This design comes from an exercise in tuning for small area on the open sky130 flow, not from production work.
Only simulation tests tie the RTL to the original design; equivalence was not proved.
No activity file was given, so power comes from the tool's default toggle rates.

// mips_cpu_bus
module mips_cpu_bus (
    input  logic        clk,
    input  logic        reset,
    output logic        active,
    output logic [31:0] register_v0,
    output logic [31:0] address,
    output logic        read,
    output logic        write,
    output logic [31:0] writedata,
    output logic [3:0]  byteenable,
    input  logic        waitrequest,
    input  logic [31:0] readdata
);
Size in the first run: roughly 29000 um2 of cells after synthesis.
==> flow/config.mk <==
export PLATFORM = sky130hd
export DESIGN_NAME = mips_cpu_bus
export DESIGN_NICKNAME = mips_cpu_bus
export VERILOG_FILES = /design/flow/design.v
export SDC_FILE = /design/flow/constraint.sdc
export NUM_CORES = 4
export LEC_CHECK = 0
export CAP_MARGIN = 20
export CORE_MARGIN = 2
export CORE_UTILIZATION = 40
export CTS_BUF_LIST = sky130_fd_sc_hd__clkbuf_16
export CTS_CLUSTER_DIAMETER = 70
export CTS_CLUSTER_SIZE = 35
export SLEW_MARGIN = 20
==> flow/constraint.sdc <==
create_clock -name core_clock -period 10.5 [get_ports {clk}]
set_input_delay 2.1000 -clock core_clock [delete_from_list [all_inputs] [get_ports {clk}]]
set_output_delay 2.1000 -clock core_clock [all_outputs]
set_load 0.01 [all_outputs]
run.sh (not shown) runs the stock make flow with config.mk's settings and CLKGATE_MAP_FILE= SYNTH_SCRIPT=/design/flow/synth_recipe.tcl, a recipe that flattens the netlist after the stock synthesis.
The baseline finished with timing, DRC and antenna clean.
Change:
--- a/flow/config.mk
+++ b/flow/config.mk
@@ -10,4 +10,4 @@
-export CORE_UTILIZATION = 40
-export CTS_BUF_LIST = sky130_fd_sc_hd__clkbuf_16
-export CTS_CLUSTER_DIAMETER = 70
-export CTS_CLUSTER_SIZE = 35
+export CORE_UTILIZATION = 60
+export CTS_BUF_LIST = sky130_fd_sc_hd__clkbuf_8
+export CTS_CLUSTER_DIAMETER = 40
+export CTS_CLUSTER_SIZE = 20
=> The new run ran to the end with no violations. Combinational power increases by about 2%. Sequential cell count is unchanged. Worst setup slack gets better by 60 ps. Clock-buffer cell count is higher by 60. Wire length stays flat. Sequential share of layout area came out lower by 1.1 points. Power went up by 7.9%. Core utilization goes up by 24 points. Die area goes down by 33%. First-iteration DRC count is lower by 13%.
Change:
--- a/flow/config.mk
+++ b/flow/config.mk
@@ -10,4 +10,4 @@
-export CORE_UTILIZATION = 60
-export CTS_BUF_LIST = sky130_fd_sc_hd__clkbuf_8
-export CTS_CLUSTER_DIAMETER = 40
-export CTS_CLUSTER_SIZE = 20
+export CORE_UTILIZATION = 40
+export CTS_BUF_LIST = sky130_fd_sc_hd__clkbuf_16
+export CTS_CLUSTER_DIAMETER = 80
+export CTS_CLUSTER_SIZE = 30
What happened: Worst hold slack is better by 4.6 ps; total power falls by a little under a tenth; synthesized area does not change; count of clock-buffer cells in the layout decreases by 57.
Change:
--- a/flow/config.mk
+++ b/flow/config.mk
@@ -11,3 +11,3 @@
-export CTS_BUF_LIST = sky130_fd_sc_hd__clkbuf_16
-export CTS_CLUSTER_DIAMETER = 80
-export CTS_CLUSTER_SIZE = 30
+export CTS_BUF_LIST = sky130_fd_sc_hd__clkbuf_8 sky130_fd_sc_hd__clkbuf_16
+export CTS_CLUSTER_DIAMETER = 60
+export CTS_CLUSTER_SIZE = 24
Power climbs by 4.6%.
Cell count climbs by about 0.7%.
Cell area climbs by 1.3%.
Clock power climbs by 17%.
Area after synthesis stays the same.
Routed wire length climbs by about 1.1%.
Sequential power stays flat.
Clock skew is about the same.
Sequential share of layout area drops by 0.97 points.
Combinational power stays flat.

---

== v7 ==
mips_cpu_bus again, from the RTL that the note above started with.
Design mips_cpu_bus, start of the top module:
module mips_cpu_bus (
    input  logic        clk,
    input  logic        reset,
    output logic        active,
    output logic [31:0] register_v0,
    output logic [31:0] address,
    output logic        read,
    output logic        write,
    output logic [31:0] writedata,
    output logic [3:0]  byteenable,
    input  logic        waitrequest,
    input  logic [31:0] readdata
);
export LEC_CHECK = 0
export CAP_MARGIN = 20
export CORE_MARGIN = 2
export CORE_UTILIZATION = 40
export CTS_BUF_LIST = sky130_fd_sc_hd__clkbuf_8
export CTS_CLUSTER_DIAMETER = 60
export CTS_CLUSTER_SIZE = 20
export SLEW_MARGIN = 20
export BUFFER_PORTS_ARGS = -buffer_cell sky130_fd_sc_hd__buf_1
create_clock -name core_clock -period 10.5 [get_ports {clk}]
standard.sh (not shown) runs the stock make flow with config.mk's settings and CLKGATE_MAP_FILE= SYNTH_SCRIPT=/design/flow/synth_recipe.tcl, a recipe that flattens the netlist after the stock synthesis.
==> flow/flow/run.sh <==
#!/bin/bash
set -e
cp standard.sh standard.sh.txt
echo 'export BUFFER_PORTS_ARGS = -buffer_cell sky130_fd_sc_hd__buf_1' >> config.mk
bash standard.sh > standard.log 2>&1
v7 has completed all stages; timing, DRC and antenna checks passed.
The following lists how v4 was set up differently from v7:
==> flow/flow/run.sh <==
#!/bin/bash
set -e
cat >> config.mk <<'EOT'
export BUFFER_PORTS_ARGS = -buffer_cell sky130_fd_sc_hd__buf_1
export CTS_ARGS = -sink_clustering_enable -repair_clock_nets -buf_list sky130_fd_sc_hd__clkbuf_8 -sink_clustering_size 20 -sink_clustering_max_diameter 60 -dont_use_dummy_load
EOT
bash standard.sh > standard.log 2>&1
-- flow/config.mk --
<<< v7, line 16
>>> v4, line 16
export CTS_ARGS = -sink_clustering_enable -repair_clock_nets -buf_list sky130_fd_sc_hd__clkbuf_8 -sink_clustering_size 20 -sink_clustering_max_diameter 60 -dont_use_dummy_load
==> run summary <==
- Delta (v4 minus v7): cell-internal power shows a reduction of about 1.2%, fraction of the cycle the final worst path needs shows no meaningful change, global-route usage shows no meaningful change, clock tree buffer count of the final layout shows a reduction of 3, final instance area shows a reduction of 0.75%.
- Density: v4 sparser than v7
--- input diff v4..v54 ---
==> flow/run.sh (new file) <==
#!/bin/bash
# synth_recipe.tcl (not shown) runs the flow's synth.tcl, then flattens the netlist and writes it again
# the make line also repeats each setting of config.mk as NAME=value (left out here)
make -C /OpenROAD-flow-scripts/flow DESIGN_CONFIG=/design/flow/config.mk WORK_HOME=/design/flow/orfs CLKGATE_MAP_FILE= SYNTH_SCRIPT=/design/flow/synth_recipe.tcl finish
-- flow/config.mk --
<<< v4, line 15
export BUFFER_PORTS_ARGS = -buffer_cell sky130_fd_sc_hd__buf_1
export CTS_ARGS = -sink_clustering_enable -repair_clock_nets -buf_list sky130_fd_sc_hd__clkbuf_8 -sink_clustering_size 20 -sink_clustering_max_diameter 60 -dont_use_dummy_load
>>> v54, line 15
removed: flow/flow/run.sh
removed: flow/standard.sh
Results
Looking at v4 and v54, the share of async-settable or async-resettable flops after synthesis is a wash. Compared with v4, in v54 share of cell area taken by multi-input logic gates down 0.54 points; layout buffer count excluding clock buffers up about 1.4%. v54 against v4: power dissipated by switching net loads rose by about 6%, total power consumption of the routed design picked up an extra about 3.4%, relative slew slack dropped 0.56 points.

## static timing again, ports no longer ideal
The flow's constraints put no driver on any port. The routed layouts listed below were extracted and timed again, unchanged, in two steps. Step 1: set_driving_cell puts a clkbuf_16 on clk and a buf_2 on each other input, an assumption about the parent block. Step 2, shift: input delay + t, output delay - t, t = (earliest + latest rising clock arrival at the registers) / 2. This alone moves slack from input paths to output paths. Three values: ideal ports, drivers, drivers and shift; two values: the first two.
run	t (ns)	setup slack, ns	hold slack, ns	latest minus earliest clock arrival (ns)	cell pins on the clock port's net
the first run of note 1	0.662	4.237 / 4.209 / 4.209	0.307 / 0.307 / 0.307	0.032 / 0.032	1
the second run of note 1	0.748	4.297 / 4.270 / 4.270	0.306 / 0.306 / 0.306	0.042 / 0.041	1
the third run of note 1	0.681	4.208 / 4.180 / 4.180	0.311 / 0.311 / 0.311	0.031 / 0.031	1
the fourth run of note 1	0.698	4.232 / 4.202 / 4.202	0.321 / 0.321 / 0.321	0.033 / 0.034	1
v7	0.730	4.992 / 4.958 / 4.958	0.321 / 0.321 / 0.321	0.042 / 0.041	1
v4	0.684	4.978 / 4.944 / 4.944	0.282 / 0.282 / 0.282	0.109 / 0.109	1
v54	0.731	4.191 / 4.163 / 4.163	0.307 / 0.307 / 0.307	0.048 / 0.048	1
After both steps setup and hold are still met in every run listed.
